From an optimization exercise on the open Yosys and OpenROAD flow, aimed at small area; shortcuts taken in it are not production practice. Only simulation tests tie the RTL to the original design; equivalence was not proved. Power figures rest on the tool's default switching activity, not on a simulated workload. No driver is modelled on the clock port, so clocking that relies on it looks cheaper here than on a real chip.

--- flow/design.v ---
`timescale 1ns / 1ps
`timescale 1ns / 1ps
`timescale 1ns / 1ps
module deq_ctl(reset, req_tvalid, req_tuser, rsp_tready, head, tailp1, full, dump, rvalid, risdata, rlast, rstat, ridx, req_tready, we_lo, we_hi, rs_lo, rs_hi, head_n, tailp1_n, full_n
, dump_n, rvalid_n, risdata_n, rlast_n, rstat_n, ridx_n);
  input reset;
  wire reset;
  input req_tvalid;
  wire req_tvalid;
  input [2:0] req_tuser;
  wire [2:0] req_tuser;
  input rsp_tready;
  wire rsp_tready;
  input [3:0] head;
  wire [3:0] head;
  input [3:0] tailp1;
  wire [3:0] tailp1;
  input full;
  wire full;
  input dump;
  wire dump;
  input rvalid;
  wire rvalid;
  input risdata;
  wire risdata;
  input rlast;
  wire rlast;
  input [1:0] rstat;
  wire [1:0] rstat;
  input [3:0] ridx;
  wire [3:0] ridx;
  output req_tready;
  wire req_tready;
  output [3:0] we_lo;
  wire [3:0] we_lo;
  output [3:0] we_hi;
  wire [3:0] we_hi;
  output [3:0] rs_lo;
  wire [3:0] rs_lo;
  output [3:0] rs_hi;
  wire [3:0] rs_hi;
  output [3:0] head_n;
  wire [3:0] head_n;
  output [3:0] tailp1_n;
  wire [3:0] tailp1_n;
  output full_n;
  wire full_n;
  output dump_n;
  wire dump_n;
  output rvalid_n;
  wire rvalid_n;
  output risdata_n;
  wire risdata_n;
  output rlast_n;
  wire rlast_n;
  output [1:0] rstat_n;
  wire [1:0] rstat_n;
  output [3:0] ridx_n;
  wire [3:0] ridx_n;
  wire _000_;
  wire _001_;
  wire _002_;
  wire _003_;
  wire _004_;
  wire _005_;
  wire _006_;
  wire _007_;
  wire _008_;
  wire _009_;
  wire _010_;
  wire _011_;
  wire _012_;
  wire _013_;
  wire _014_;
  wire _015_;
  wire _016_;
  wire _017_;
  wire _018_;
  wire _019_;
  wire _020_;
  wire _021_;
  wire _022_;
  wire _023_;
  wire _024_;
  wire _025_;
  wire _026_;
  wire _027_;
  wire _028_;
  wire _029_;
  wire _030_;
  wire _031_;
  wire _032_;
  wire _033_;
  wire _034_;
  wire _035_;
  wire _036_;
  wire _037_;
  wire _038_;
  wire _039_;
  wire _040_;
  wire _041_;
  wire _042_;
  wire _043_;
  wire _044_;
  wire _045_;
  wire _046_;
  wire _047_;
  wire _048_;
  wire _049_;
  wire _050_;
  wire _051_;
  wire _052_;
  wire _053_;
  wire _054_;
  wire _055_;
  wire _056_;
  wire _057_;
  wire _058_;
  wire _059_;
  wire _060_;
  wire _061_;
  wire _062_;
  wire _063_;
  wire _064_;
  wire _065_;
  wire _066_;
  wire _067_;
  wire _068_;
  wire _069_;
  wire _070_;
  wire _071_;
  wire _072_;
  wire _073_;
  wire _074_;
  wire _075_;
  wire _076_;
  wire _077_;
  wire _078_;
  wire _079_;
  wire _080_;
  wire _081_;
  wire _082_;
  wire _083_;
  wire _084_;
  wire _085_;
  wire _086_;
  wire _087_;
  wire _088_;
  wire _089_;
  wire _090_;
  wire _091_;
  wire _092_;
  wire _093_;
  wire _094_;
  wire _095_;
  wire _096_;
  wire _097_;
  wire _098_;
  wire _099_;
  wire _100_;
  wire _101_;
  wire _102_;
  wire _103_;
  wire _104_;
  wire _105_;
  wire _106_;
  wire _107_;
  wire _108_;
  wire _109_;
  wire _110_;
  wire _111_;
  deq_g_nor2b _112_ (
    .A(rsp_tready),
    .B_N(rvalid),
    .Y(_075_)
  );
  deq_g_nor2 _113_ (
    .A(dump),
    .B(_075_),
    .Y(req_tready)
  );
  deq_g_nand2 _114_ (
    .A(req_tvalid),
    .B(req_tready),
    .Y(_076_)
  );
  deq_g_or2 _115_ (
    .A(req_tuser[2]),
    .B(_076_),
    .X(_077_)
  );
  deq_g_nor2 _116_ (
    .A(req_tuser[1]),
    .B(_077_),
    .Y(_078_)
  );
  deq_g_clkinv _117_ (
    .A(_078_),
    .Y(_079_)
  );
  deq_g_nor2 _118_ (
    .A(full),
    .B(_079_),
    .Y(_080_)
  );
  deq_g_clkinv _119_ (
    .A(req_tuser[1]),
    .Y(_081_)
  );
  deq_g_clkinv _120_ (
    .A(head[0]),
    .Y(_082_)
  );
  deq_g_clkinv _121_ (
    .A(tailp1[3]),
    .Y(_083_)
  );
  deq_g_clkinv _122_ (
    .A(tailp1[1]),
    .Y(_084_)
  );
  deq_g_nor2 _123_ (
    .A(_084_),
    .B(head[1]),
    .Y(_085_)
  );
  deq_g_a21oi _124_ (
    .A1(_083_),
    .A2(head[3]),
    .B1(_085_),
    .Y(_086_)
  );
  deq_g_o21ai _125_ (
    .A1(_083_),
    .A2(head[3]),
    .B1(_086_),
    .Y(_087_)
  );
  deq_g_clkinv _126_ (
    .A(tailp1[2]),
    .Y(_088_)
  );
  deq_g_clkinv _127_ (
    .A(head[2]),
    .Y(_089_)
  );
  deq_g_o22ai _128_ (
    .A1(tailp1[2]),
    .A2(head[2]),
    .B1(_088_),
    .B2(_089_),
    .Y(_090_)
  );
  deq_g_clkinv _129_ (
    .A(tailp1[0]),
    .Y(_091_)
  );
  deq_g_clkinv _130_ (
    .A(head[1]),
    .Y(_092_)
  );
  deq_g_nor2 _131_ (
    .A(tailp1[1]),
    .B(_092_),
    .Y(_093_)
  );
  deq_g_a21oi _132_ (
    .A1(_091_),
    .A2(head[0]),
    .B1(_093_),
    .Y(_094_)
  );
  deq_g_nand2 _133_ (
    .A(_090_),
    .B(_094_),
    .Y(_095_)
  );
  deq_g_a2111oi _134_ (
    .A1(tailp1[0]),
    .A2(_082_),
    .B1(full),
    .C1(_087_),
    .D1(_095_),
    .Y(_096_)
  );
  deq_g_nor3 _135_ (
    .A(_081_),
    .B(_077_),
    .C(_096_),
    .Y(_097_)
  );
  deq_g_nor2 _136_ (
    .A(_080_),
    .B(_097_),
    .Y(_098_)
  );
  deq_g_or3 _137_ (
    .A(req_tuser[0]),
    .B(_098_),
    .C(reset),
    .X(_099_)
  );
  deq_g_nor3 _138_ (
    .A(_081_),
    .B(_082_),
    .C(_092_),
    .Y(_100_)
  );
  deq_g_nor2 _139_ (
    .A(req_tuser[1]),
    .B(head[0]),
    .Y(_101_)
  );
  deq_g_clkinv _140_ (
    .A(_101_),
    .Y(_102_)
  );
  deq_g_nor2 _141_ (
    .A(head[1]),
    .B(_102_),
    .Y(_103_)
  );
  deq_g_clkinv _142_ (
    .A(_103_),
    .Y(_104_)
  );
  deq_g_nor2 _143_ (
    .A(head[2]),
    .B(_104_),
    .Y(_105_)
  );
  deq_g_clkinv _144_ (
    .A(_105_),
    .Y(_106_)
  );
  deq_g_o21ai _145_ (
    .A1(_089_),
    .A2(_103_),
    .B1(_106_),
    .Y(_107_)
  );
  deq_g_nand2 _146_ (
    .A(head[2]),
    .B(_100_),
    .Y(_108_)
  );
  deq_g_o21ai _147_ (
    .A1(_100_),
    .A2(_107_),
    .B1(_108_),
    .Y(_109_)
  );
  deq_g_nor2 _148_ (
    .A(req_tuser[0]),
    .B(_098_),
    .Y(_110_)
  );
  deq_g_or2 _149_ (
    .A(reset),
    .B(_110_),
    .X(_111_)
  );
  deq_g_o22ai _150_ (
    .A1(_099_),
    .A2(_109_),
    .B1(_089_),
    .B2(_111_),
    .Y(head_n[2])
  );
  deq_g_o21ai _151_ (
    .A1(_081_),
    .A2(_082_),
    .B1(_102_),
    .Y(_000_)
  );
  deq_g_nand2 _152_ (
    .A(_110_),
    .B(_000_),
    .Y(_001_)
  );
  deq_g_nor2 _153_ (
    .A(_092_),
    .B(_001_),
    .Y(_002_)
  );
  deq_g_a211oi _154_ (
    .A1(_092_),
    .A2(_001_),
    .B1(reset),
    .C1(_002_),
    .Y(head_n[1])
  );
  deq_g_a22oi _155_ (
    .A1(head[0]),
    .A2(_111_),
    .B1(_082_),
    .B2(_099_),
    .Y(head_n[0])
  );
  deq_g_clkinv _156_ (
    .A(req_tuser[0]),
    .Y(_003_)
  );
  deq_g_or3 _157_ (
    .A(_003_),
    .B(_098_),
    .C(reset),
    .X(_004_)
  );
  deq_g_nand2 _158_ (
    .A(_091_),
    .B(_084_),
    .Y(_005_)
  );
  deq_g_nor2 _159_ (
    .A(_081_),
    .B(_005_),
    .Y(_006_)
  );
  deq_g_nor3 _160_ (
    .A(_091_),
    .B(_084_),
    .C(req_tuser[1]),
    .Y(_007_)
  );
  deq_g_nor2 _161_ (
    .A(_006_),
    .B(_007_),
    .Y(_008_)
  );
  deq_g_nand2 _162_ (
    .A(_088_),
    .B(_008_),
    .Y(_009_)
  );
  deq_g_o21ai _163_ (
    .A1(_088_),
    .A2(_008_),
    .B1(_009_),
    .Y(_010_)
  );
  deq_g_o21bai _164_ (
    .A1(_003_),
    .A2(_098_),
    .B1_N(reset),
    .Y(_011_)
  );
  deq_g_o22ai _165_ (
    .A1(_004_),
    .A2(_010_),
    .B1(_088_),
    .B2(_011_),
    .Y(tailp1_n[2])
  );
  deq_g_clkinv _166_ (
    .A(_007_),
    .Y(_012_)
  );
  deq_g_o21ai _167_ (
    .A1(_091_),
    .A2(_084_),
    .B1(req_tuser[1]),
    .Y(_013_)
  );
  deq_g_a31oi _168_ (
    .A1(_005_),
    .A2(_012_),
    .A3(_013_),
    .B1(_006_),
    .Y(_014_)
  );
  deq_g_o22ai _169_ (
    .A1(_084_),
    .A2(_011_),
    .B1(_004_),
    .B2(_014_),
    .Y(tailp1_n[1])
  );
  deq_g_a22oi _170_ (
    .A1(tailp1[0]),
    .A2(_011_),
    .B1(_091_),
    .B2(_004_),
    .Y(tailp1_n[0])
  );
  deq_g_clkinv _171_ (
    .A(_096_),
    .Y(_015_)
  );
  deq_g_clkinv _172_ (
    .A(rstat[0]),
    .Y(_016_)
  );
  deq_g_nor2b _173_ (
    .A(_075_),
    .B_N(dump),
    .Y(_017_)
  );
  deq_g_clkinv _174_ (
    .A(_017_),
    .Y(_018_)
  );
  deq_g_nand2 _175_ (
    .A(_076_),
    .B(_018_),
    .Y(_019_)
  );
  deq_g_o32ai _176_ (
    .A1(_076_),
    .A2(_078_),
    .A3(_015_),
    .B1(_016_),
    .B2(_019_),
    .Y(rstat_n[0])
  );
  deq_g_clkinv _177_ (
    .A(ridx[3]),
    .Y(_020_)
  );
  deq_g_o22ai _178_ (
    .A1(tailp1[3]),
    .A2(ridx[3]),
    .B1(_083_),
    .B2(_020_),
    .Y(_021_)
  );
  deq_g_clkinv _179_ (
    .A(ridx[2]),
    .Y(_022_)
  );
  deq_g_nor2 _180_ (
    .A(tailp1[2]),
    .B(_022_),
    .Y(_023_)
  );
  deq_g_o21ai _181_ (
    .A1(_088_),
    .A2(ridx[2]),
    .B1(_021_),
    .Y(_024_)
  );
  deq_g_o2111a _182_ (
    .A1(_021_),
    .A2(_023_),
    .B1(_084_),
    .C1(ridx[1]),
    .D1(_024_),
    .X(_025_)
  );
  deq_g_nor4 _183_ (
    .A(_084_),
    .B(ridx[1]),
    .C(_023_),
    .D(_024_),
    .Y(_026_)
  );
  deq_g_clkinv _184_ (
    .A(ridx[0]),
    .Y(_027_)
  );
  deq_g_o22ai _185_ (
    .A1(_091_),
    .A2(_027_),
    .B1(tailp1[0]),
    .B2(ridx[0]),
    .Y(_028_)
  );
  deq_g_o21ai _186_ (
    .A1(_025_),
    .A2(_026_),
    .B1(_028_),
    .Y(_029_)
  );
  deq_g_nor2 _187_ (
    .A(rlast),
    .B(_019_),
    .Y(_030_)
  );
  deq_g_a21oi _188_ (
    .A1(_017_),
    .A2(_029_),
    .B1(_030_),
    .Y(rlast_n)
  );
  deq_g_clkinv _189_ (
    .A(_107_),
    .Y(_031_)
  );
  deq_g_nand3 _190_ (
    .A(req_tvalid),
    .B(_003_),
    .C(req_tready),
    .Y(_032_)
  );
  deq_g_clkinv _191_ (
    .A(_076_),
    .Y(_033_)
  );
  deq_g_nand2 _192_ (
    .A(req_tuser[0]),
    .B(_033_),
    .Y(_034_)
  );
  deq_g_clkinv _193_ (
    .A(ridx[1]),
    .Y(_035_)
  );
  deq_g_nand2 _194_ (
    .A(ridx[0]),
    .B(_017_),
    .Y(_036_)
  );
  deq_g_nor2 _195_ (
    .A(_035_),
    .B(_036_),
    .Y(_037_)
  );
  deq_g_nor3 _196_ (
    .A(_035_),
    .B(_036_),
    .C(_022_),
    .Y(_038_)
  );
  deq_g_nor2 _197_ (
    .A(_033_),
    .B(_038_),
    .Y(_039_)
  );
  deq_g_o21ai _198_ (
    .A1(ridx[2]),
    .A2(_037_),
    .B1(_039_),
    .Y(_040_)
  );
  deq_g_o221ai _199_ (
    .A1(_031_),
    .A2(_032_),
    .B1(_010_),
    .B2(_034_),
    .C1(_040_),
    .Y(ridx_n[2])
  );
  deq_g_a32o _200_ (
    .A1(_076_),
    .A2(_018_),
    .A3(rstat[1]),
    .B1(full),
    .B2(_078_),
    .X(rstat_n[1])
  );
  deq_g_o22ai _201_ (
    .A1(_088_),
    .A2(_007_),
    .B1(tailp1[2]),
    .B2(_006_),
    .Y(_041_)
  );
  deq_g_nor2 _202_ (
    .A(_083_),
    .B(_041_),
    .Y(_042_)
  );
  deq_g_a21oi _203_ (
    .A1(_083_),
    .A2(_041_),
    .B1(_042_),
    .Y(_043_)
  );
  deq_g_clkinv _204_ (
    .A(head[3]),
    .Y(_044_)
  );
  deq_g_o22ai _205_ (
    .A1(_044_),
    .A2(_105_),
    .B1(head[3]),
    .B2(_106_),
    .Y(_045_)
  );
  deq_g_o22ai _206_ (
    .A1(ridx[3]),
    .A2(_039_),
    .B1(_020_),
    .B2(_038_),
    .Y(_046_)
  );
  deq_g_o221a _207_ (
    .A1(_034_),
    .A2(_043_),
    .B1(_032_),
    .B2(_045_),
    .C1(_046_),
    .X(ridx_n[3])
  );
  deq_g_clkinv _208_ (
    .A(_108_),
    .Y(_047_)
  );
  deq_g_o22ai _209_ (
    .A1(_044_),
    .A2(_108_),
    .B1(_047_),
    .B2(_045_),
    .Y(_048_)
  );
  deq_g_o22ai _210_ (
    .A1(_099_),
    .A2(_048_),
    .B1(_044_),
    .B2(_111_),
    .Y(head_n[3])
  );
  deq_g_clkinv _211_ (
    .A(_043_),
    .Y(_049_)
  );
  deq_g_o22ai _212_ (
    .A1(_004_),
    .A2(_049_),
    .B1(_083_),
    .B2(_011_),
    .Y(tailp1_n[3])
  );
  deq_g_o22ai _213_ (
    .A1(_091_),
    .A2(head[0]),
    .B1(_093_),
    .B2(_085_),
    .Y(_050_)
  );
  deq_g_o211ai _214_ (
    .A1(_090_),
    .A2(_085_),
    .B1(_095_),
    .C1(_050_),
    .Y(_051_)
  );
  deq_g_a22oi _215_ (
    .A1(head[3]),
    .A2(_043_),
    .B1(_044_),
    .B2(_049_),
    .Y(_052_)
  );
  deq_g_nor3 _216_ (
    .A(_077_),
    .B(_051_),
    .C(_052_),
    .Y(_053_)
  );
  deq_g_nor2 _217_ (
    .A(full),
    .B(_053_),
    .Y(_054_)
  );
  deq_g_nor3 _218_ (
    .A(reset),
    .B(_097_),
    .C(_054_),
    .Y(full_n)
  );
  deq_g_nand3 _219_ (
    .A(req_tvalid),
    .B(_003_),
    .C(_081_),
    .Y(_055_)
  );
  deq_g_o211ai _220_ (
    .A1(_015_),
    .A2(_055_),
    .B1(req_tready),
    .C1(_077_),
    .Y(_056_)
  );
  deq_g_o21ai _221_ (
    .A1(_075_),
    .A2(_029_),
    .B1(dump),
    .Y(_057_)
  );
  deq_g_o21a _222_ (
    .A1(_055_),
    .A2(_056_),
    .B1(_057_),
    .X(_058_)
  );
  deq_g_nor2 _223_ (
    .A(reset),
    .B(_058_),
    .Y(dump_n)
  );
  deq_g_nor2b _224_ (
    .A(reset),
    .B_N(_056_),
    .Y(rvalid_n)
  );
  deq_g_nor2 _225_ (
    .A(_022_),
    .B(_020_),
    .Y(rs_hi[3])
  );
  deq_g_clkinv _226_ (
    .A(risdata),
    .Y(_059_)
  );
  deq_g_nor3 _227_ (
    .A(_027_),
    .B(_059_),
    .C(_035_),
    .Y(rs_lo[3])
  );
  deq_g_a22oi _228_ (
    .A1(_003_),
    .A2(_109_),
    .B1(_088_),
    .B2(req_tuser[0]),
    .Y(_060_)
  );
  deq_g_clkinv _229_ (
    .A(_060_),
    .Y(_061_)
  );
  deq_g_o22ai _230_ (
    .A1(_083_),
    .A2(_003_),
    .B1(req_tuser[0]),
    .B2(_048_),
    .Y(_062_)
  );
  deq_g_clkinv _231_ (
    .A(_062_),
    .Y(_063_)
  );
  deq_g_nor2 _232_ (
    .A(_061_),
    .B(_063_),
    .Y(we_hi[3])
  );
  deq_g_nand2 _233_ (
    .A(tailp1[0]),
    .B(req_tuser[0]),
    .Y(_064_)
  );
  deq_g_nand2 _234_ (
    .A(_082_),
    .B(_003_),
    .Y(_065_)
  );
  deq_g_nand2 _235_ (
    .A(_064_),
    .B(_065_),
    .Y(_066_)
  );
  deq_g_o22a _236_ (
    .A1(tailp1[1]),
    .A2(_064_),
    .B1(_092_),
    .B2(_065_),
    .X(_067_)
  );
  deq_g_and3 _237_ (
    .A(_066_),
    .B(_067_),
    .C(_080_),
    .X(we_lo[3])
  );
  deq_g_nor2 _238_ (
    .A(ridx[2]),
    .B(_020_),
    .Y(rs_hi[2])
  );
  deq_g_nor3 _239_ (
    .A(ridx[0]),
    .B(_059_),
    .C(_035_),
    .Y(rs_lo[2])
  );
  deq_g_nor2 _240_ (
    .A(_060_),
    .B(_063_),
    .Y(we_hi[2])
  );
  deq_g_nand3 _241_ (
    .A(_064_),
    .B(_065_),
    .C(_080_),
    .Y(_068_)
  );
  deq_g_o211ai _242_ (
    .A1(_092_),
    .A2(_101_),
    .B1(_003_),
    .C1(_104_),
    .Y(_069_)
  );
  deq_g_a21boi _243_ (
    .A1(req_tuser[0]),
    .A2(_014_),
    .B1_N(_069_),
    .Y(_070_)
  );
  deq_g_nor2b _244_ (
    .A(_068_),
    .B_N(_070_),
    .Y(we_lo[2])
  );
  deq_g_nor2 _245_ (
    .A(_022_),
    .B(ridx[3]),
    .Y(rs_hi[1])
  );
  deq_g_nor3 _246_ (
    .A(_027_),
    .B(_059_),
    .C(ridx[1]),
    .Y(rs_lo[1])
  );
  deq_g_nor2 _247_ (
    .A(_061_),
    .B(_062_),
    .Y(we_hi[1])
  );
  deq_g_nor3 _248_ (
    .A(full),
    .B(_079_),
    .C(_067_),
    .Y(we_lo[1])
  );
  deq_g_nor2 _249_ (
    .A(ridx[2]),
    .B(ridx[3]),
    .Y(rs_hi[0])
  );
  deq_g_nor3 _250_ (
    .A(ridx[0]),
    .B(_059_),
    .C(ridx[1]),
    .Y(rs_lo[0])
  );
  deq_g_nor2 _251_ (
    .A(_060_),
    .B(_062_),
    .Y(we_hi[0])
  );
  deq_g_nor2 _252_ (
    .A(_068_),
    .B(_070_),
    .Y(we_lo[0])
  );
  deq_g_nor2 _253_ (
    .A(_076_),
    .B(_070_),
    .Y(_071_)
  );
  deq_g_a311oi _254_ (
    .A1(_035_),
    .A2(_076_),
    .A3(_036_),
    .B1(_037_),
    .C1(_071_),
    .Y(ridx_n[1])
  );
  deq_g_nor2 _255_ (
    .A(_076_),
    .B(_064_),
    .Y(_072_)
  );
  deq_g_o21ai _256_ (
    .A1(_000_),
    .A2(_032_),
    .B1(_036_),
    .Y(_073_)
  );
  deq_g_nor2 _257_ (
    .A(ridx[0]),
    .B(_019_),
    .Y(_074_)
  );
  deq_g_nor3 _258_ (
    .A(_072_),
    .B(_073_),
    .C(_074_),
    .Y(ridx_n[0])
  );
  deq_g_a211o _259_ (
    .A1(risdata),
    .A2(_076_),
    .B1(_017_),
    .C1(_097_),
    .X(risdata_n)
  );
endmodule
module deq_g_a2111oi (input logic A1, input logic A2, input logic B1, input logic C1, input logic D1, output logic Y);
   assign Y = (!A1&!B1&!C1&!D1) | (!A2&!B1&!C1&!D1);
endmodule
module deq_g_a211o (input logic A1, input logic A2, input logic B1, input logic C1, output logic X);
   assign X = (A1&A2) | (B1) | (C1);
endmodule
module deq_g_a211oi (input logic A1, input logic A2, input logic B1, input logic C1, output logic Y);
   assign Y = (!A1&!B1&!C1) | (!A2&!B1&!C1);
endmodule
module deq_g_a21boi (input logic A1, input logic A2, input logic B1_N, output logic Y);
   assign Y = (!A1&B1_N) | (!A2&B1_N);
endmodule
module deq_g_a21oi (input logic A1, input logic A2, input logic B1, output logic Y);
   assign Y = (!A1&!B1) | (!A2&!B1);
endmodule
module deq_g_a22oi (input logic A1, input logic A2, input logic B1, input logic B2, output logic Y);
   assign Y = (!A1&!B1) | (!A1&!B2) | (!A2&!B1) | (!A2&!B2);
endmodule
module deq_g_a311oi (input logic A1, input logic A2, input logic A3, input logic B1, input logic C1, output logic Y);
   assign Y = (!A1&!B1&!C1) | (!A2&!B1&!C1) | (!A3&!B1&!C1);
endmodule
module deq_g_a31oi (input logic A1, input logic A2, input logic A3, input logic B1, output logic Y);
   assign Y = (!A1&!B1) | (!A2&!B1) | (!A3&!B1);
endmodule
module deq_g_a32o (input logic A1, input logic A2, input logic A3, input logic B1, input logic B2, output logic X);
   assign X = (A1&A2&A3) | (B1&B2);
endmodule
module deq_g_and3 (input logic A, input logic B, input logic C, output logic X);
   assign X = (A&B&C);
endmodule
module deq_g_clkinv (input logic A, output logic Y);
   assign Y = (!A);
endmodule
module deq_g_nand2 (input logic A, input logic B, output logic Y);
   assign Y = (!A) | (!B);
endmodule
module deq_g_nand3 (input logic A, input logic B, input logic C, output logic Y);
   assign Y = (!A) | (!B) | (!C);
endmodule
module deq_g_nor2 (input logic A, input logic B, output logic Y);
   assign Y = (!A&!B);
endmodule
module deq_g_nor2b (input logic A, input logic B_N, output logic Y);
   assign Y = (!A&B_N);
endmodule
module deq_g_nor3 (input logic A, input logic B, input logic C, output logic Y);
   assign Y = (!A&!B&!C);
endmodule
module deq_g_nor4 (input logic A, input logic B, input logic C, input logic D, output logic Y);
   assign Y = (!A&!B&!C&!D);
endmodule
module deq_g_o2111a (input logic A1, input logic A2, input logic B1, input logic C1, input logic D1, output logic X);
   assign X = (A1&B1&C1&D1) | (A2&B1&C1&D1);
endmodule
module deq_g_o211ai (input logic A1, input logic A2, input logic B1, input logic C1, output logic Y);
   assign Y = (!A1&!A2) | (!B1) | (!C1);
endmodule
module deq_g_o21a (input logic A1, input logic A2, input logic B1, output logic X);
   assign X = (A1&B1) | (A2&B1);
endmodule
module deq_g_o21ai (input logic A1, input logic A2, input logic B1, output logic Y);
   assign Y = (!A1&!A2) | (!B1);
endmodule
module deq_g_o21bai (input logic A1, input logic A2, input logic B1_N, output logic Y);
   assign Y = (!A1&!A2) | (B1_N);
endmodule
module deq_g_o221a (input logic A1, input logic A2, input logic B1, input logic B2, input logic C1, output logic X);
   assign X = (A1&B1&C1) | (A2&B1&C1) | (A1&B2&C1) | (A2&B2&C1);
endmodule
module deq_g_o221ai (input logic A1, input logic A2, input logic B1, input logic B2, input logic C1, output logic Y);
   assign Y = (!B1&!B2) | (!A1&!A2) | (!C1);
endmodule
module deq_g_o22a (input logic A1, input logic A2, input logic B1, input logic B2, output logic X);
   assign X = (A1&B1) | (A2&B1) | (A1&B2) | (A2&B2);
endmodule
module deq_g_o22ai (input logic A1, input logic A2, input logic B1, input logic B2, output logic Y);
   assign Y = (!B1&!B2) | (!A1&!A2);
endmodule
module deq_g_o32ai (input logic A1, input logic A2, input logic A3, input logic B1, input logic B2, output logic Y);
   assign Y = (!A1&!A2&!A3) | (!B1&!B2);
endmodule
module deq_g_or2 (input logic A, input logic B, output logic X);
   assign X = (A) | (B);
endmodule
module deq_g_or3 (input logic A, input logic B, input logic C, output logic X);
   assign X = (A) | (B) | (C);
endmodule
`timescale 1ns / 1ps
module double_ended_queue_top (
   input  logic        clock,
   input  logic        reset,
   input  logic        req_tvalid,
   output logic        req_tready,
   input  logic [31:0] req_tdata,
   input  logic [2:0]  req_tuser,
   output logic        rsp_tvalid,
   input  logic        rsp_tready,
   output logic [31:0] rsp_tdata,
   output logic [1:0]  rsp_tuser,
   output logic        rsp_tlast
);
   logic [31:0] mem [16];
   logic [3:0] head_ff, tailp1_ff;
   logic       full_ff, dump_ff;
   logic       rsp_valid_ff, rsp_isdata_ff, rsp_last_ff;
   logic [1:0] rsp_stat_ff;
   logic [3:0] rsp_idx_ff;
   logic [3:0] head_n, tailp1_n;
   logic       full_n, dump_n;
   logic       rsp_valid_n, rsp_isdata_n, rsp_last_n;
   logic [1:0] rsp_stat_n;
   logic [3:0] rsp_idx_n;
   logic [3:0] we_lo, we_hi, rs_lo, rs_hi;
   deq_ctl u_ctl (
      .reset      (reset),
      .req_tvalid (req_tvalid),
      .req_tuser  (req_tuser),
      .rsp_tready (rsp_tready),
      .head       (head_ff),
      .tailp1     (tailp1_ff),
      .full       (full_ff),
      .dump       (dump_ff),
      .rvalid     (rsp_valid_ff),
      .risdata    (rsp_isdata_ff),
      .rlast      (rsp_last_ff),
      .rstat      (rsp_stat_ff),
      .ridx       (rsp_idx_ff),
      .req_tready (req_tready),
      .we_lo      (we_lo),
      .we_hi      (we_hi),
      .rs_lo      (rs_lo),
      .rs_hi      (rs_hi),
      .head_n     (head_n),
      .tailp1_n   (tailp1_n),
      .full_n     (full_n),
      .dump_n     (dump_n),
      .rvalid_n   (rsp_valid_n),
      .risdata_n  (rsp_isdata_n),
      .rlast_n    (rsp_last_n),
      .rstat_n    (rsp_stat_n),
      .ridx_n     (rsp_idx_n)
   );
   always_ff @(posedge clock) begin
      head_ff       <= head_n;
      tailp1_ff     <= tailp1_n;
      full_ff       <= full_n;
      dump_ff       <= dump_n;
      rsp_valid_ff  <= rsp_valid_n;
      rsp_isdata_ff <= rsp_isdata_n;
      rsp_last_ff   <= rsp_last_n;
      rsp_stat_ff   <= rsp_stat_n;
      rsp_idx_ff    <= rsp_idx_n;
   end
   logic [15:0] we;
   deq_dec u_wdec (.lo(we_lo), .hi(we_hi), .y(we));
   genvar gi;
   generate
      for (gi = 0; gi < 16; gi++) begin : g_mem
         always_ff @(posedge clock) begin
            if (we[gi]) mem[gi] <= req_tdata;
         end
      end
   endgenerate
   logic [15:0] rsel;
   deq_dec u_rdec (.lo(rs_lo), .hi(rs_hi), .y(rsel));
   generate
      for (gi = 0; gi < 32; gi++) begin : g_rd
         logic [15:0] col;
         for (genvar j = 0; j < 16; j++) begin : g_col
            assign col[j] = mem[j][gi];
         end
         deq_rd_bit u_rd (.d(col), .s(rsel), .y(rsp_tdata[gi]));
      end
   endgenerate
   assign rsp_tvalid = rsp_valid_ff;
   assign rsp_tuser  = rsp_stat_ff;
   assign rsp_tlast  = rsp_last_ff;
endmodule
module deq_dec (
   input  logic [3:0]  lo,
   input  logic [3:0]  hi,
   output logic [15:0] y
);
   for (genvar i = 0; i < 16; i++) begin : g_and
      deq_and2 u_and (.a(lo[i % 4]), .b(hi[i / 4]), .y(y[i]));
   end
endmodule
module deq_and2 (
   input  logic a,
   input  logic b,
   output logic y
);
   assign y = a & b;
endmodule
module deq_rd_bit (
   input  logic [15:0] d,
   input  logic [15:0] s,
   output logic        y
);
   logic [5:0] n;
   for (genvar k = 0; k < 5; k++) begin : g_aoi
      deq_aoi222 u_aoi (.a(d[3*k+2:3*k]), .b(s[3*k+2:3*k]), .y(n[k]));
   end
   deq_nand2 u_nand (.a(d[15]), .b(s[15]), .y(n[5]));
   deq_nand6 u_or (.a(n), .y(y));
endmodule
module deq_aoi222 (
   input  logic [2:0] a,
   input  logic [2:0] b,
   output logic       y
);
   assign y = !((a[0] & b[0]) | (a[1] & b[1]) | (a[2] & b[2]));
endmodule
module deq_nand2 (
   input  logic a,
   input  logic b,
   output logic y
);
   assign y = !(a & b);
endmodule
module deq_nand6 (
   input  logic [5:0] a,
   output logic       y
);
   assign y = !(&a);
endmodule
--- flow/flow/run.sh ---
#!/bin/bash
# Standard ORFS layout (the standard.sh), with three changes:
#  - port buffers are buf_1 cells instead of the tool's default pick;
#  - CTS clusters more sinks per leaf buffer and adds no dummy loads;
#  - before global placement, flow/downsize.tcl sets small combinational
#    cells to drive strength 1 and the row-enable/select AND gates to and2_4.
# make's full output goes to standard.log; ORFS keeps each step's log under orfs/logs.
set -euo pipefail
bash standard.sh \
  "BUFFER_PORTS_ARGS=-buffer_cell sky130_fd_sc_hd__buf_1" \
  "CTS_ARGS=-sink_clustering_enable -repair_clock_nets -dont_use_dummy_load -buf_list sky130_fd_sc_hd__clkbuf_16 -sink_clustering_size 32 -sink_clustering_max_diameter 150" \
  "PRE_GLOBAL_PLACE_TCL=$(pwd)/flow/downsize.tcl" \
  finish > standard.log 2>&1
--- flow/flow/downsize.tcl ---
# Before global placement: set small combinational cells to drive strength 1
# (synthesis picks larger drives for some small gates), and give the AND
# gates that drive a whole row of the buffer (row enables and read selects)
# drive strength 4. Placement's repair and the later timing repair still
# size cells wherever load or timing needs it.
set db [ord::get_db]
set n_small 0
set n_big 0
foreach inst [[ord::get_db_block] getInsts] {
  set master [$inst getMaster]
  set name [$master getName]
  if {![regexp {^(sky130_fd_sc_hd__([a-z0-9]+))_([0-9]+)$} $name -> base kind size]} { continue }
  if {[string match "*df*" $kind] || [string match "*dl*" $kind] || [string match "tap*" $kind]} { continue }
  set fanout 0
  foreach it [$inst getITerms] {
    if {[$it isOutputSignal]} {
      set net [$it getNet]
      if {$net ne "NULL"} { set fanout [expr {max($fanout, [llength [$net getITerms]] - 1)}] }
    }
  }
  if {$fanout >= 12} {
    if {$kind eq "and2" && $size ne "4"} {
      $inst swapMaster [$db findMaster "${base}_4"]
      incr n_big
    }
    continue
  }
  if {$size eq "1"} { continue }
  set small [$db findMaster "${base}_1"]
  if {$small eq "NULL"} { continue }
  $inst swapMaster $small
  incr n_small
}
puts "downsize.tcl: $n_small cells set to drive strength 1, $n_big row drivers to and2_4"
--- flow/standard.sh ---
#!/bin/bash
# synth_recipe.tcl (not shown) runs the flow's synth.tcl, then flattens the netlist and writes it again
# the make line also repeats each setting of config.mk as NAME=value (left out here)
make -C /OpenROAD-flow-scripts/flow DESIGN_CONFIG=/design/flow/config.mk WORK_HOME=/design/flow/orfs CLKGATE_MAP_FILE= SYNTH_SCRIPT=/design/flow/synth_recipe.tcl "${@:-finish}"
--- flow/config.mk ---
export PLATFORM = sky130hd
export DESIGN_NAME = double_ended_queue_top
export DESIGN_NICKNAME = double_ended_queue_top
export VERILOG_FILES = /design/flow/design.v
export SDC_FILE = /design/flow/constraint.sdc
export NUM_CORES = 4
export LEC_CHECK = 0
export CAP_MARGIN = 20
export CORE_MARGIN = 2
export CORE_UTILIZATION = 70
export SLEW_MARGIN = 20
export SYNTH_HIERARCHICAL = 1
--- flow/constraint.sdc ---
create_clock -name core_clock -period 5.0 [get_ports {clock}]
set_input_delay 1.0000 -clock core_clock [delete_from_list [all_inputs] [get_ports {clock}]]
set_output_delay 1.0000 -clock core_clock [all_outputs]
set_load 0.01 [all_outputs]
==> key figures, run 1 <==
Run status
  • Status: complete, no violations

Global route
  • Largest net degree at the start of global routing: 33
  • Global-route wire length before repair: between 50 and 60 mm
  • Vias in the first global route: between 9,000 and 10,000
  • Initial antenna violation count: 0
  • GRT Overall Usage: between 20% and 30%
  • Grt ovf: 0

Logic synthesis
  • Synth Register Bits: around 530
  • Library cells used by synthesis: 34
  • Number of flops mapped to enable cells by yosys: a little over 500
  • Largest cells by area after synthesis: edfxtp_1, a222oi_1, dfxtp_1, and4_1, and2_1
  • Area leader, netlist: edfxtp_1
  • Most common cell in the netlist: edfxtp_1
  • Part of the Yosys area used for sequential elements: approximately 83%
  • Asr flop ratio synth: 0%
  • Syn Inst Count: slightly below 1,000
  • Most frequent cells after synthesis: edfxtp_1, a222oi_1, nand2_1
  • Yosys warning total: 8
  • Syn avg cell area: around 20 sq um
  • Mapped cell area: around 19,000 sq um
  • Synth Net Count: roughly 1,000
  • Share of the synthesized area in the top cell type: about four fifths
  • Prevailing post-synth register cell: edfxtp_1

Pwr
  • P_sw: about 1.8 mW
  • Switching part of the total power: 23.3%
  • Combinational Power Share: approximately an eighth
  • Leak Pwr: 6.05 nW
  • P per Cell Area: roughly 400 nW/um^2
  • Clk network pwr share: between 20% and 30%
  • Share of power burned in registers: 64.0%
  • Internal power: between 6 and 7 mW
  • Worst VDD drop: 0.000322 V

Setup path
  • Required @ worst endpoint: ~4 ns
  • Critical Path Source Type: register
  • Crit path max fanout: 32
  • Worst flop-to-flop path startpoint: rsp_valid_ff$_DFF_P_
  • CP endpoint kind: output port
  • Critical path origin: rsp_idx_ff[0]$_DFF_P_
  • Critical Path AT: about 2.8 ns
  • Crit path kind: register to output port

CTS
  • Root Driver: clkbuf_16
  • Num CTS Buffers: 20
  • Max Root-Sink Buffers: 3
  • Clk Latency, worst-skew pair: 0.54 ns
  • H-tree levels: 1
  • Clk sink count: ~530
  • Post_cts resized: 0
  • Post-CTS Hold Fix Bufs: 0
  • CTS tree: done
  • Reg clk slew, reported paths: around 0.11 ns
  • Post-CTS Setup Repair Bufs: 0

Detailed routing
  • Antenna viol nets, final: 0
  • Remaining DRCs: 0
  • 1st-iter DRT viols: between 1,500 and 2,000
  • DRT Wirelength: just under 40 mm
  • Drt via density: between 7 and 8
  • Post-DR wirelength/cell: between 20 and 30 um
  • DRT Pass-1 Iters: 9
  • DR vias: around 10,000

Cells and area
  • Synth-to-layout area growth: 5.86%
  • Fin nets: 1,103
  • Share of layout cells above drive strength 1: slightly below 5%
  • Non-Filler Instances: approximately 1,400
  • Filler Cells Inserted: about 1,500
  • N_diodes: 0

Timing
  • Fmax: approximately 260 MHz
  • Slew Viols, Final: 0
  • Least-Margin Pin Slew: a little under 0.8 ns
  • Unrepaired setup endpoints after global routing: no
  • Final hold violations: 0
  • Min cycle time layout: approximately 3.8 ns
  • Setup TNS: 0 ns
  • Clk_skew: 0.0401 ns
  • Slew HR: 48.4%
  • Final Setup Violations: 0
  • Period utilization: about three quarters

Floorplanning
  • Die X: 169 um
  • Core area: ~27,000 sq um
  • Ports: 76
  • Die Ht: around 170 um
  • FP Rows: 60
  • DIE AREA: approximately 29,000 sq um
  • Initial Util: slightly above 70%

Place
  • Routability cong.: 0.936
  • Post-detail-place hpwl: between 20 and 25 mm
  • DP Cell Count: 1,383
  • IO buf count: 75

Min path
  • Hold crit path type: register to register
  • Hold path start: rsp_stat_ff[0]$_DFF_P_

Flow run
  • # Max-Cap Violations: 0
power by group through the flow:
stage                     logic, mW  registers (mW)  clock network (mW)
after floorplan               0.606            5.11                   0
final                         0.948            5.01                1.87
after CTS                     0.948            5.01                1.91
after global routing           1.03            5.02                2.03
after global placement        0.931            5.11                   0
after detailed placement      0.945            5.11                   0
cell type report:
type	instances	area, sq um	share of cell area (%)
tap	341	427	2.12
multi-input combinational	407	3080	15.3
sequential	531	15800	78.2
inverter	29	109	0.540
clock buffer	20	500	2.48
timing repair buffer	75	282	1.40
final timing paths:
check                           endpoint  slack, ns  cells past startpoint
setup reg to reg    mem[2][11]$_DFFE_PP_       1.87                     10
setup / recovery           rsp_tdata[31]       1.21                      7
hold reg to reg   rsp_stat_ff[0]$_DFF_P_       0.48                      2
hold / removal    rsp_stat_ff[0]$_DFF_P_       0.48                      2
cell families after synthesis:
| logic type | after synthesis | share of synthesized area (%) |
|---|---|---|
| AO/OA/AOI/OAI | 210 | 10.6 |
| AND/OR/NAND/NOR | 197 | 6.09 |
| flip-flops | 531 | 82.7 |
| buffers and inverters | 29 | 0.572 |
stage by stage:
| step | hold slack, ns | util, % | total power [mW] | setup slack [ns] | instance area, sq um |
|---|---|---|---|---|---|
| floorplan | 0.439 | - | 5.71 | 1.13 | 19000 |
| global placement | 0.473 | 73.3 | 6.04 | 1.39 | 19700 |
| detailed placement | 0.462 | 73.3 | 6.06 | 1.22 | 19700 |
| CTS | 0.483 | 75.2 | 7.86 | 1.23 | 20200 |
| global route | 0.490 | 75.2 | 8.08 | 1.02 | 20200 |
| finish | 0.478 | 75.2 | 7.83 | 1.21 | 20200 |
sequential cells by signal, indices dropped and copies added (netlist names):
register,flops
rsp_last_ff,1
rsp_isdata_ff,1
rsp_valid_ff,1
mem,512
head_ff,4
tailp1_ff,4
rsp_idx_ff,4
rsp_stat_ff,2
full_ff,1
dump_ff,1
Yosys stat by module, one instance, submodules excluded, a selection:
module	area [sq um]	times used
deq_nand6	13.8	32
deq_g_a311oi	8.76	1
deq_g_nand2	3.75	12
deq_g_clkinv	3.75	29
deq_g_o21ai	5.00	11
deq_aoi222	10.0	160
deq_g_a21boi	11.3	1
deq_g_o211ai	12.5	3
deq_g_a21oi	8.76	4
deq_and2	6.26	32
deq_g_o2111a	11.3	1
deq_g_or2	6.26	2
deq_nand2	3.75	32
deq_g_nor3	10.0	12
deq_g_a211o	8.76	1
deq_g_nor2	3.75	32
per-layer routing:
layer | vias to the layer above | GRT usage, % | part of all wire [%] | routed length, um
met5 | - | 0 | 0 | 0
met4 | 0 | 6.33 | 2.0 | 780
met3 | 52 | 2.90 | 8.4 | 3290
met2 | 554 | 46.7 | 50 | 19700
met1 | 5178 | 39.9 | 40 | 15500
li1 | 4434 | - | - | -
cell usage in the layout, fill, tap and decap left out, types with 2 or more instances in the layout:
cell type / n
edfxtp_1: 512
a222oi_1: 160
buf_1: 75
nand2_1: 44
nand3_1: 35
and4_1: 32
nor2_1: 32
and2_4: 32
inv_1: 29
clkbuf_16: 20
dfxtp_1: 19
o22ai_1: 14
nor3_1: 12
o21ai_1: 11
nor2b_1: 4
a21oi_1: 4
a22oi_1: 4
o211ai_1: 3
or2_1: 2
or3_1: 2
critical path, stage by stage, from the launching register on:
cell	delay, ns
dfxtp_1	0.42
inv_1	0.10
nor3_1	0.40
and2_4	0.57
a222oi_1	0.23
and4_1	0.25
nand3_1	0.12
buf_1	0.19
==> run 2, diff against run 1 <==
--- a/flow/config.mk
+++ b/flow/config.mk
@@ -7,6 +7,6 @@
 export LEC_CHECK = 0
 export CAP_MARGIN = 20
 export CORE_MARGIN = 2
-export CORE_UTILIZATION = 70
+export CORE_UTILIZATION = 60
 export SLEW_MARGIN = 20
 export SYNTH_HIERARCHICAL = 1
==> key figures, run 2 <==
Run status
  • Status: complete, no violations

Timing
  • Slew Viols, Final: 0 (unchanged)
  • Fmax: 268 MHz (+1.7%)
  • Clk_skew: 0.0443 ns (+0.00419 ns)
  • Unrepaired setup endpoints after global routing: no
  • Setup TNS: 0 ns (unchanged)
  • Least-Margin Pin Slew: 0.882 ns (+0.108 ns)
  • Final Setup Violations: 0 (unchanged)
  • Slew HR: 41.2% (-7.2 points)
  • Min cycle time layout: 3.73 ns (-0.0631 ns)
  • Period utilization: 74.5% (-1.3 points)
  • Final hold violations: 0 (unchanged)

Pwr
  • Worst VDD drop: 0.000327 V (+1.8%)
  • P per Cell Area: 389 nW/um^2 (about the same)
  • Leak Pwr: 6.05 nW (unchanged)

Logic synthesis
  • Area leader, netlist: edfxtp_1
  • Largest cells by area after synthesis: edfxtp_1, a222oi_1, dfxtp_1, and4_1, and2_1
  • Share of the synthesized area in the top cell type: 80.7% (unchanged)
  • Synth Register Bits: 531 (unchanged)
  • Mapped cell area: 19,000 sq um (unchanged)
  • Syn Inst Count: 967 (unchanged)
  • Part of the Yosys area used for sequential elements: 82.7% (unchanged)
  • Number of flops mapped to enable cells by yosys: 512 (unchanged)
  • Asr flop ratio synth: 0% (unchanged)
  • Yosys warning total: 8 (unchanged)
  • Synth Net Count: 1,006 (unchanged)
  • Prevailing post-synth register cell: edfxtp_1
  • Most frequent cells after synthesis: edfxtp_1, a222oi_1, nand2_1
  • Syn avg cell area: 19.7 sq um (unchanged)
  • Most common cell in the netlist: edfxtp_1
  • Library cells used by synthesis: 34 (unchanged)

Cells and area
  • Share of layout cells above drive strength 1: 4.90% (unchanged)
  • N_diodes: 0 (unchanged)
  • Commonest non-fill, non-tap cells in the layout: edfxtp_1, a222oi_1, buf_1
  • Commonest non-fill, non-tap cell in the layout: edfxtp_1
  • Synth-to-layout area growth: 6.26%
  • Design Area, Final: 20,200 sq um (+0.38%)
  • Fin nets: 1,103 (unchanged)
  • Top reg by flops: mem
  • Number of flip-flops in the largest register: 512 (unchanged)

Global route
  • Initial antenna violation count: 0 (unchanged)
  • GRT Overall Usage: 24.6% (-2.9 points)
  • Global-route wire length before repair: 61.0 mm (+4.6%)
  • Grt ovf: 0 (unchanged)
  • Vias in the first global route: 9,846 (+0.69%)
  • Largest net degree at the start of global routing: 33 (unchanged)

CTS
  • CTS tree: done
  • Clk Latency, worst-skew pair: 0.55 ns (about the same)
  • Clk sink count: 531 (unchanged)
  • Max Root-Sink Buffers: 3 (unchanged)
  • Root Driver: clkbuf_16
  • Post-CTS Setup Repair Bufs: 0 (unchanged)
  • Post_cts resized: 0 (unchanged)
  • Num CTS Buffers: 20 (unchanged)
  • H-tree levels: 1 (unchanged)
  • Post-CTS Hold Fix Bufs: 0 (unchanged)
  • Reg clk slew, reported paths: 0.11 ns (about the same)

Setup path
  • Critical Path AT: 2.73 ns (-0.06 ns)
  • CP top delay family: simple AND/OR/NAND/NOR gates
  • Crit path max fanout: 32 (unchanged)
  • Worst Path Buf+Inv: 2 (unchanged)
  • Required @ worst endpoint: 4.00 ns (about the same)
  • Slowest cell on crit path: and2_4
  • Critical Path Source Type: register
  • Critical path depth: 7 (unchanged)
  • CP endpoint kind: output port
  • CP Cell Sequence: inv_1 -> nor3_1 -> and2_4 -> a222oi_1 -> and4_1 -> nand3_1 -> buf_1
  • Slowest stage delay, CP: 0.52 ns (-0.05 ns)
  • Crit path kind: register to output port
  • Cells on worst reg2reg path: 10 (unchanged)

Detailed routing
  • 1st-iter DRT viols: 1,441 (-14%)
  • Remaining DRCs: 0 (unchanged)
  • Drt via density: 6.86 (-5.8%)
  • Post-DR wirelength/cell: 27.3 um (-2.4%)
  • Antenna viol nets, final: 0 (unchanged)
  • DRT Pass-1 Iters: 10 (+1)
  • DRT Wirelength: 40.0 mm (+1.9%)
  • DR vias: 10,000 (-1.7%)

Place
  • Post-detail-place hpwl: 22.2 mm (+2.6%)
  • Cell Area, Placed: 19,700 sq um (+0.39%)
  • Routability cong.: 0.893 (-4.6%)
  • IO buf count: 75 (unchanged)

Floorplanning
  • Core area: 31,400 sq um (+17%)
  • DIE AREA: 33,200 sq um (+16%)
  • Die Ht: 182 um (+7.8%)
  • Ports: 76 (unchanged)
  • Initial Util: 60.7% (-10 points)
  • Die X: 182 um (+7.8%)
  • FP Rows: 65 (+8.3%)

Flow run
  • # Max-Cap Violations: 0 (unchanged)

Min path
  • Hold path cells: 2 (unchanged)
  • Hold crit path type: register to register
[run 2: cell counts after synthesis]
Identical to the previous run, type by type.
[run 2: power breakdown]
part	internal, mW	switching (mW)
registers	4.96	0.0494
logic	0.320	0.632
clock network	0.727	1.17
total	6.01	1.86
[run 2: final cells by class]
| class | count | area, sq um |
|---|---|---|
| multi-input combinational | 407 | 3080 |
| sequential | 531 | 15800 |
| tap | 402 | 503 |
| clock buffer | 20 | 500 |
| fill | 2179 | 11200 |
| timing repair buffer | 75 | 282 |
| inverter | 29 | 109 |
[run 2: cell families (layout without fill, tap and decap cells)]
logic type | Yosys count | count (layout) | share of synthesized area, %
AO/OA/AOI/OAI | 210 | 210 | 10.6
buffers and inverters | 29 | 124 | 0.572
flip-flops | 531 | 531 | 82.7
AND/OR/NAND/NOR | 197 | 197 | 6.09
[run 2: final timing paths]
| check | startpoint | to | slack, ns |
|---|---|---|---|
| hold / removal | rsp_stat_ff[0]$_DFF_P_ | rsp_stat_ff[0]$_DFF_P_ | 0.48 |
| setup / recovery | rsp_isdata_ff$_DFF_P_ | rsp_tdata[6] | 1.27 |
| hold reg to reg | rsp_stat_ff[0]$_DFF_P_ | rsp_stat_ff[0]$_DFF_P_ | 0.48 |
| setup reg to reg | rsp_valid_ff$_DFF_P_ | mem[4][15]$_DFFE_PP_ | 1.87 |
[run 2: worst min-delay path: stages (launching register included)]
cell and delay (ns):
dfxtp_1 0.33, inv_1 0.04, o32ai_1 0.07
[run 2: stage by stage]
step / total power [mW] / hold WS [ns] / cells / util (%) / setup slack (ns)
floorplan: 5.71 / 0.439 / 967 / - / 1.13
global placement: 6.06 / 0.471 / 1444 / 62.9 / 1.39
detailed placement: 6.06 / 0.460 / 1444 / 62.9 / 1.27
CTS: 7.92 / 0.479 / 1464 / 64.4 / 1.27
global route: 8.17 / 0.507 / 1464 / 64.4 / 1.06
finish: 7.86 / 0.476 / 1464 / 64.4 / 1.27
[run 2: per-layer routing]
metal	track usage, %	wire length, um	vias up
li1	-	-	4448
met1	37.0	17300	5147
met2	40.1	19100	410
met3	3.13	3130	35
met4	4.19	537	0
met5	0	0	-
[run 2: Yosys stat by module (local to each module, per instance), excerpt]
module                  flip-flops and latches  times used
deq_g_a2111oi                                0           1
deq_g_nand3                                  0           3
double_ended_queue_top                     531           1
deq_aoi222                                   0         160
deq_g_or3                                    0           2
deq_g_a21boi                                 0           1
deq_g_a21oi                                  0           4
deq_g_nor3                                   0          12
deq_g_o32ai                                  0           1
deq_g_clkinv                                 0          29
deq_g_o221ai                                 0           1
deq_g_a211o                                  0           1
deq_g_nor2                                   0          32
==> run 3, diff against run 2 <==
--- a/flow/flow/run.sh
+++ b/flow/flow/run.sh
@@ -8,6 +8,6 @@
 set -euo pipefail
 bash standard.sh \
   "BUFFER_PORTS_ARGS=-buffer_cell sky130_fd_sc_hd__buf_1" \
-  "CTS_ARGS=-sink_clustering_enable -repair_clock_nets -dont_use_dummy_load -buf_list sky130_fd_sc_hd__clkbuf_16 -sink_clustering_size 32 -sink_clustering_max_diameter 150" \
+  "CTS_ARGS=-sink_clustering_enable -repair_clock_nets -dont_use_dummy_load -buf_list sky130_fd_sc_hd__clkbuf_16 -root_buf sky130_fd_sc_hd__clkbuf_8 -tree_buf sky130_fd_sc_hd__clkbuf_8 -sink_clustering_size 32 -sink_clustering_max_diameter 150" \
   "PRE_GLOBAL_PLACE_TCL=$(pwd)/flow/downsize.tcl" \
   finish > standard.log 2>&1
==> key figures, run 3 <==
Logic synthesis
  • Largest cells by area after synthesis: edfxtp_1, a222oi_1, dfxtp_1, and4_1, and2_1
  • Most common cell in the netlist: edfxtp_1
  • Mapped cell area: 19,000 sq um (unchanged)
  • Prevailing post-synth register cell: edfxtp_1
  • Share of the synthesized area in the top cell type: 80.7% (unchanged)
  • Part of the Yosys area used for sequential elements: 82.7% (unchanged)
  • Yosys warning total: 8 (unchanged)
  • Asr flop ratio synth: 0% (unchanged)
  • Syn avg cell area: 19.7 sq um (unchanged)
  • Synth Register Bits: 531 (unchanged)
  • Most frequent cells after synthesis: edfxtp_1, a222oi_1, nand2_1
  • Number of flops mapped to enable cells by yosys: 512 (unchanged)
  • Area leader, netlist: edfxtp_1
  • Syn Inst Count: 967 (unchanged)
  • Synth Net Count: 1,006 (unchanged)
  • Library cells used by synthesis: 34 (unchanged)

Global route
  • Vias in the first global route: 9,831 (-0.15%)
  • Grt ovf: 0 (unchanged)
  • Largest net degree at the start of global routing: 33 (unchanged)
  • GRT Overall Usage: 24.6% (about the same)
  • Initial antenna violation count: 0 (unchanged)
  • Global-route wire length before repair: 61.0 mm (about the same)

Floorplanning
  • Core area: 31,400 sq um (unchanged)
  • DIE AREA: 33,200 sq um (unchanged)
  • Initial Util: 60.7% (unchanged)
  • Die Ht: 182 um (unchanged)
  • Die X: 182 um (unchanged)
  • FP Rows: 65 (unchanged)
  • Ports: 76 (unchanged)

Pwr
  • Worst VDD drop: 0.000328 V (+0.26%)
  • Leak Pwr: 6.04 nW (-0.25%)
  • P per Cell Area: 387 nW/um^2 (-0.45%)

CTS
  • Clk sink count: 531 (unchanged)
  • Reg clk slew, reported paths: 0.11 ns (about the same)
  • Max Root-Sink Buffers: 3 (unchanged)
  • Post-CTS Hold Fix Bufs: 0 (unchanged)
  • CTS tree: done
  • Post-CTS Setup Repair Bufs: 0 (unchanged)
  • Clk Latency, worst-skew pair: 0.63 ns (+0.08 ns)
  • Post_cts resized: 0 (unchanged)
  • H-tree levels: 1 (unchanged)
  • Num CTS Buffers: 20 (unchanged)
  • Root Driver: clkbuf_8

Place
  • Post-detail-place hpwl: 22.2 mm (unchanged)
  • DP Cell Count: 1,444 (unchanged)
  • Routability cong.: 0.893 (unchanged)
  • IO buf count: 75 (unchanged)

Timing
  • Slew Viols, Final: 0 (unchanged)
  • Least-Margin Pin Slew: 0.919 ns (+0.0368 ns)
  • Setup TNS: 0 ns (unchanged)
  • Clk_skew: 0.0487 ns (+0.00438 ns)
  • Final Setup Violations: 0 (unchanged)
  • Period utilization: 76.3% (+1.8 points)
  • Fmax: 262 MHz (-2.4%)
  • Min cycle time layout: 3.82 ns (+0.0918 ns)
  • Final hold violations: 0 (unchanged)
  • Final hold slack: 0.477 ns (+0.000326 ns)
  • Slew HR: 38.7% (-2.5 points)
  • Unrepaired setup endpoints after global routing: no

Detailed routing
  • Remaining DRCs: 0 (unchanged)
  • DR vias: 10,000 (-0.33%)
  • Antenna viol nets, final: 0 (unchanged)
  • DRT Pass-1 Iters: 10 (unchanged)
  • Post-DR wirelength/cell: 27.4 um (+0.30%)
  • DRT Wirelength: 40.1 mm (+0.30%)
  • Drt via density: 6.84 (-0.33%)
  • 1st-iter DRT viols: 1,528 (+6.0%)

Setup path
  • Cells on worst reg2reg path: 10 (unchanged)
  • Crit path max fanout: 32 (unchanged)
  • Critical Path AT: 2.82 ns (+0.09 ns)
  • Critical Path Source Type: register
  • Required @ worst endpoint: 4.00 ns (about the same)
  • CP endpoint kind: output port
  • Crit path kind: register to output port

Cells and area
  • Top reg by flops: mem
  • Commonest non-fill, non-tap cells in the layout: edfxtp_1, a222oi_1, buf_1
  • Non-Filler Instances: 1,464 (unchanged)
  • Commonest non-fill, non-tap cell in the layout: edfxtp_1
  • Number of flip-flops in the largest register: 512 (unchanged)
  • Share of layout cells above drive strength 1: 4.90% (unchanged)
  • Fin nets: 1,103 (unchanged)
  • Synth-to-layout area growth: 6.08%
  • N_diodes: 0 (unchanged)

Flow run
  • # Max-Cap Violations: 0 (unchanged)

Min path
  • Hold crit path type: register to register
  • Hold path cells: 2 (unchanged)

Run status
  • Status: complete, no violations
==> run 3: worst paths after layout <==
kind | endpoint | slack [ns] | from
min | rsp_stat_ff[0]$_DFF_P_ | 0.48 | rsp_stat_ff[0]$_DFF_P_
min reg2reg | rsp_stat_ff[0]$_DFF_P_ | 0.48 | rsp_stat_ff[0]$_DFF_P_
max | rsp_tdata[17] | 1.18 | rsp_isdata_ff$_DFF_P_
max reg2reg | mem[4][15]$_DFFE_PP_ | 1.87 | rsp_valid_ff$_DFF_P_
==> run 3: kinds of logic after synthesis <==
group / after synthesis / share of synthesized area [%]
buffers and inverters: 29 / 0.572
flip-flops: 531 / 82.7
AND/OR/NAND/NOR: 197 / 6.09
AO/OA/AOI/OAI: 210 / 10.6
==> run 3: per-stage QoR <==
step	utilization [%]	instance area [sq um]	worst slack [ns]	total power, mW
after floorplan	-	19000	1.13	5.71
after global placement	62.9	19700	1.39	6.06
after detailed placement	62.9	19700	1.27	6.06
after CTS	64.3	20200	1.19	7.86
after global routing	64.3	20200	0.990	8.10
final	64.3	20200	1.18	7.81
==> run 3: final cells by class <==
type                    instances  area (sq um)
clock buffers                  20           467
well taps                     402           503
repair buffers                 75           282
inverters                      29           109
multi-input cells             407          3080
fillers                      2184         11200
flip-flops and latches        531         15800
==> run 3: power by group <==
part | internal (mW) | switching (mW)
sequential | 4.96 | 0.0494
combinational | 0.320 | 0.634
clock | 0.666 | 1.18
==> run 3: worst max-delay path, stage by stage (launching register included) <==
cell      delay, ns
dfxtp_1        0.37
inv_1          0.09
nor3_1         0.43
and2_4         0.52
a222oi_1       0.22
and4_1         0.29
nand3_1        0.11
buf_1          0.16
==> run 3: per-layer routing <==
metal / track usage (%) / part of all wire [%] / vias up
met2: 40.2 / 47 / 429
li1: - / - / 4449
met4: 4.19 / 1.3 / 0
met3: 3.07 / 8.1 / 33
met5: 0 / 0 / -
met1: 36.9 / 43 / 5096
==> run 3: per-module statistics from Yosys (local to each module, per instance), a selection <==
module,copies in the design,area (sq um),flip-flops and latches,cells
double_ended_queue_top,1,15800,531,531
deq_g_nor2b,4,13.8,0,1
deq_g_o211ai,3,12.5,0,1
deq_g_o2111a,1,11.3,0,1
deq_g_o221a,1,11.3,0,1
deq_aoi222,160,10.0,0,1
deq_g_a311oi,1,8.76,0,1
deq_g_a21oi,4,8.76,0,1
deq_g_a211o,1,8.76,0,1
deq_g_or3,2,6.26,0,1
deq_g_or2,2,6.26,0,1
deq_g_a31oi,1,6.26,0,1
deq_g_nand2,12,3.75,0,1
deq_g_nor2,32,3.75,0,1
==> run 4, diff against run 3 <==
==> flow/flow/run.sh (replaced) <==
#!/bin/bash
# Standard ORFS layout (the standard.sh), with three changes:
#  - port buffers are buf_1 cells instead of the tool's default pick;
#  - CTS clusters more sinks per leaf buffer, uses small root/tree buffers
#    and adds no dummy loads;
#  - before global placement, flow/downsize.tcl sets small combinational
#    cells to drive strength 1 and sizes the row-enable/select AND gates.
# make's full output goes to standard.log; ORFS keeps each step's log under orfs/logs.
set -euo pipefail
bash standard.sh \
  "BUFFER_PORTS_ARGS=-buffer_cell sky130_fd_sc_hd__buf_1" \
  "CTS_ARGS=-sink_clustering_enable -repair_clock_nets -dont_use_dummy_load -buf_list sky130_fd_sc_hd__clkbuf_16 -root_buf sky130_fd_sc_hd__clkbuf_4 -tree_buf sky130_fd_sc_hd__clkbuf_4 -sink_clustering_size 32 -sink_clustering_max_diameter 150" \
  "PRE_GLOBAL_PLACE_TCL=$(pwd)/flow/downsize.tcl" \
  finish > standard.log 2>&1
==> flow/flow/downsize.tcl (replaced) <==
# Before global placement: set small combinational cells to drive strength 1
# (synthesis picks larger drives for some small gates), and size the AND
# gates that drive a whole row of the buffer: and2_4 for the row write
# enables (32 flip-flop enable pins each), and2_2 for the read selects.
# Placement's repair and the later timing repair still size cells wherever
# load or timing needs it.
set db [ord::get_db]
set n_small 0
set n_big 0
foreach inst [[ord::get_db_block] getInsts] {
  set master [$inst getMaster]
  set name [$master getName]
  if {![regexp {^(sky130_fd_sc_hd__([a-z0-9]+))_([0-9]+)$} $name -> base kind size]} { continue }
  if {[string match "*df*" $kind] || [string match "*dl*" $kind] || [string match "tap*" $kind]} { continue }
  set fanout 0
  set to_flops 0
  foreach it [$inst getITerms] {
    if {[$it isOutputSignal]} {
      set net [$it getNet]
      if {$net eq "NULL"} { continue }
      set fanout [expr {max($fanout, [llength [$net getITerms]] - 1)}]
      foreach sink [$net getITerms] {
        if {[string match "*edfxtp*" [[[$sink getInst] getMaster] getName]]} { set to_flops 1 }
      }
    }
  }
  if {$fanout >= 12} {
    if {$kind eq "and2"} {
      set want [expr {$to_flops ? "${base}_4" : "${base}_2"}]
      if {$name ne $want} {
        $inst swapMaster [$db findMaster $want]
        incr n_big
      }
    }
    continue
  }
  if {$size eq "1"} { continue }
  set small [$db findMaster "${base}_1"]
  if {$small eq "NULL"} { continue }
  $inst swapMaster $small
  incr n_small
}
puts "downsize.tcl: $n_small cells set to drive strength 1, $n_big row drivers resized"
==> key figures, run 4 <==
CTS
  • H-tree levels: 1 (unchanged)
  • Max Root-Sink Buffers: 3 (unchanged)
  • Root Driver: clkbuf_4
  • Post-CTS Setup Repair Bufs: 0 (unchanged)
  • Post_cts resized: 0 (unchanged)
  • Clk Latency, worst-skew pair: 0.80 ns (+0.17 ns)
  • Post-CTS Hold Fix Bufs: 0 (unchanged)
  • Num CTS Buffers: 20 (unchanged)
  • Clk sink count: 531 (unchanged)
  • Reg clk slew, reported paths: 0.12 ns (about the same)
  • CTS tree: done

Floorplanning
  • FP Rows: 65 (unchanged)
  • Die X: 182 um (unchanged)
  • DIE AREA: 33,200 sq um (unchanged)
  • Ports: 76 (unchanged)
  • Die Ht: 182 um (unchanged)
  • Core area: 31,400 sq um (unchanged)
  • Initial Util: 60.7% (unchanged)

Logic synthesis
  • Syn avg cell area: 19.7 sq um (unchanged)
  • Area leader, netlist: edfxtp_1
  • Yosys warning total: 8 (unchanged)
  • Most frequent cells after synthesis: edfxtp_1, a222oi_1, nand2_1
  • Asr flop ratio synth: 0% (unchanged)
  • Number of flops mapped to enable cells by yosys: 512 (unchanged)
  • Mapped cell area: 19,000 sq um (unchanged)
  • Part of the Yosys area used for sequential elements: 82.7% (unchanged)
  • Library cells used by synthesis: 34 (unchanged)
  • Syn Inst Count: 967 (unchanged)
  • Most common cell in the netlist: edfxtp_1
  • Prevailing post-synth register cell: edfxtp_1
  • Synth Net Count: 1,006 (unchanged)
  • Largest cells by area after synthesis: edfxtp_1, a222oi_1, dfxtp_1, and4_1, and2_1
  • Synth Register Bits: 531 (unchanged)
  • Share of the synthesized area in the top cell type: 80.7% (unchanged)

Global route
  • Global-route wire length before repair: 61.4 mm (+0.70%)
  • Largest net degree at the start of global routing: 33 (unchanged)
  • Grt ovf: 0 (unchanged)
  • Vias in the first global route: 10,000 (+1.8%)
  • Initial antenna violation count: 1 (+1)
  • GRT Overall Usage: 24.9% (+0.25 points)

Timing
  • Unrepaired setup endpoints after global routing: no
  • Final Setup Violations: 0 (unchanged)
  • Fmax: 235 MHz (-10%)
  • Slew Viols, Final: 0 (unchanged)
  • Final hold violations: 0 (unchanged)
  • Clk_skew: 0.0933 ns (+0.0447 ns)
  • Period utilization: 85.0% (+8.7 points)
  • Least-Margin Pin Slew: 0.971 ns (+0.0523 ns)
  • Slew HR: 35.3% (-3.5 points)
  • Setup TNS: 0 ns (unchanged)
  • Min cycle time layout: 4.25 ns (+0.433 ns)

Cells and area
  • Top reg by flops: mem
  • Fin util: 64.2% (-0.12 points)
  • Number of flip-flops in the largest register: 512 (unchanged)
  • Share of layout cells above drive strength 1: 4.90% (unchanged)
  • Commonest non-fill, non-tap cells in the layout: edfxtp_1, a222oi_1, buf_1
  • Commonest non-fill, non-tap cell in the layout: edfxtp_1
  • Fin nets: 1,103 (unchanged)
  • Synth-to-layout area growth: 5.89%

Detailed routing
  • Antenna viol nets, final: 0 (unchanged)
  • Drt via density: 6.88 (+0.61%)
  • Remaining DRCs: 0 (unchanged)
  • Post-DR wirelength/cell: 28.1 um (+2.3%)
  • DRT Wirelength: 41.1 mm (+2.4%)
  • DR vias: 10,100 (+0.68%)
  • DRT Pass-1 Iters: 9 (-1)
  • 1st-iter DRT viols: 1,558 (+2.0%)

Pwr
  • Clk network pwr share: 23.4% (-0.3 points)
  • Leak Pwr: 6.02 nW (-0.29%)
  • P_sw: 1.86 mW (-0.35%)
  • Worst VDD drop: 0.000261 V (-20%)
  • P per Cell Area: 385 nW/um^2 (-0.40%)
  • Switching part of the total power: 24.0% (+0.055 points)
  • Combinational Power Share: 12.1% (about the same)
  • Share of power burned in registers: 64.5% (+0.4 points)
  • Internal power: 5.91 mW (-0.65%)

Setup path
  • Crit path kind: register to output port
  • Critical path origin: rsp_idx_ff[1]$_DFF_P_
  • Required @ worst endpoint: 4.00 ns (about the same)
  • Internal reg-to-reg setup slack: 1.89 ns (+0.02 ns)
  • Critical Path AT: 3.25 ns (+0.43 ns)
  • Critical Path Source Type: register
  • Cells on worst reg2reg path: 10 (unchanged)
  • Crit path max fanout: 32 (unchanged)
  • FF-to-FF End: mem[4][11]$_DFFE_PP_
  • CP endpoint kind: output port
  • Worst flop-to-flop path startpoint: rsp_valid_ff$_DFF_P_
  • Crit path capture: rsp_tdata[8]

Place
  • Post-detail-place hpwl: 22.3 mm (+0.51%)
  • Routability cong.: 0.892 (-0.16%)
  • IO buf count: 75 (unchanged)

Run status
  • Status: complete, no violations

Min path
  • Hold crit path type: register to register

Flow run
  • # Max-Cap Violations: 0 (unchanged)
-- run 4: cell families (layout without fill, tap and decap cells) --
family | count (synthesis) | after routing | share of synthesized area [%]
AOI/OAI and AO/OA | 210 | 210 | 10.6
buffers and inverters | 29 | 124 | 0.572
DFF | 531 | 531 | 82.7
other | 0 | 1 | 0
and+or+nand+nor | 197 | 197 | 6.09
-- run 4: stage by stage --
step	std cells	setup WS (ns)	cell area, sq um	power (mW)	hold slack (ns)
final	1465	0.750	20200	7.77	0.499
after global placement	1444	1.36	19700	6.04	0.467
after CTS	1464	0.683	20200	7.82	0.495
after floorplan	967	1.13	19000	5.71	0.439
after global routing	1465	0.494	20200	8.04	0.513
after detailed placement	1444	1.25	19700	6.05	0.474
-- run 4: power by group through the flow --
stage / clock, mW / sequential, mW / combinational, mW
floorplan: 0 / 5.11 / 0.606
global placement: 0 / 5.11 / 0.935
detailed placement: 0 / 5.11 / 0.943
CTS: 1.86 / 5.01 / 0.947
global route: 1.98 / 5.02 / 1.03
finish: 1.82 / 5.01 / 0.942
-- run 4: area by class of cell --
cell class	count	area [sq um]
diodes	1	2.50
well taps	402	503
fillers	2231	11200
inverters	29	109
repair buffers	75	282
flip-flops and latches	531	15800
clock buffers	20	448
multi-input cells	407	3060
-- run 4: worst min path at each step --
stage	from	to	slack, ns	cells past startpoint
3_5_place_dp	rsp_isdata_ff$_DFF_P_	rsp_isdata_ff$_DFF_P_	0.47	1
3_3_place_gp	rsp_isdata_ff$_DFF_P_	rsp_isdata_ff$_DFF_P_	0.47	1
2_1_floorplan	rsp_isdata_ff$_DFF_P_	rsp_isdata_ff$_DFF_P_	0.44	1
5_1_grt	rsp_last_ff$_DFF_P_	rsp_last_ff$_DFF_P_	0.51	2
6_report	rsp_stat_ff[0]$_DFF_P_	rsp_stat_ff[0]$_DFF_P_	0.50	2
4_1_cts	rsp_last_ff$_DFF_P_	rsp_last_ff$_DFF_P_	0.49	2
-- run 4: per-layer routing --
metal | routed length (um) | GRT usage [%] | vias to the layer above | share of wire [%]
met5 | 0 | 0 | - | 0
met2 | 19700 | 40.9 | 419 | 48
met1 | 17500 | 36.6 | 5167 | 43
met4 | 722 | 4.74 | 0 | 1.8
met3 | 3200 | 3.35 | 45 | 7.8
li1 | - | - | 4444 | -
-- run 4: modules after synthesis (local to each module, per instance), a selection --
module | times used | cells | area, sq um
deq_and2 | 32 | 1 | 6.26
deq_g_a2111oi | 1 | 1 | 15.0
deq_g_o21a | 1 | 1 | 7.51
deq_g_o2111a | 1 | 1 | 11.3
deq_g_nor2b | 4 | 1 | 13.8
deq_g_nand2 | 12 | 1 | 3.75
deq_g_a31oi | 1 | 1 | 6.26
deq_g_nor2 | 32 | 1 | 3.75
-- run 4: critical path: stages, from the launching register on --
cell and delay (ns):
dfxtp_1 0.42, inv_1 0.13, nor3_1 0.31, and2_2 0.76, a222oi_1 0.32, and4_1 0.29
nand3_1 0.10, buf_1 0.16

## separate check: timing with driven ports
The flow's constraints put no driver on any port. The routed layouts listed below were extracted and timed again, unchanged, in two steps. Step 1 sets driving cells, clkbuf_16 on the clock port and buf_2 on the other inputs (assumed; they add their load-dependent delay and slew). Step 2 also shifts input and output timing later by t, the mid clock arrival at the registers, as if the neighbouring blocks saw the same clock. Slacks: ideal ports / drivers / drivers and shift; pairs: ideal ports / drivers.
run | shift t [ns] | setup slack, ns
run 1 | 0.578 | 1.212 / 1.158 / 1.172
run 2 | 0.578 | 1.275 / 1.223 / 1.202
run 3 | 0.657 | 1.183 / 1.135 / 1.205
run 4 | 0.800 | 0.750 / 0.703 / 1.161
After both steps setup and hold are still met in every run listed.
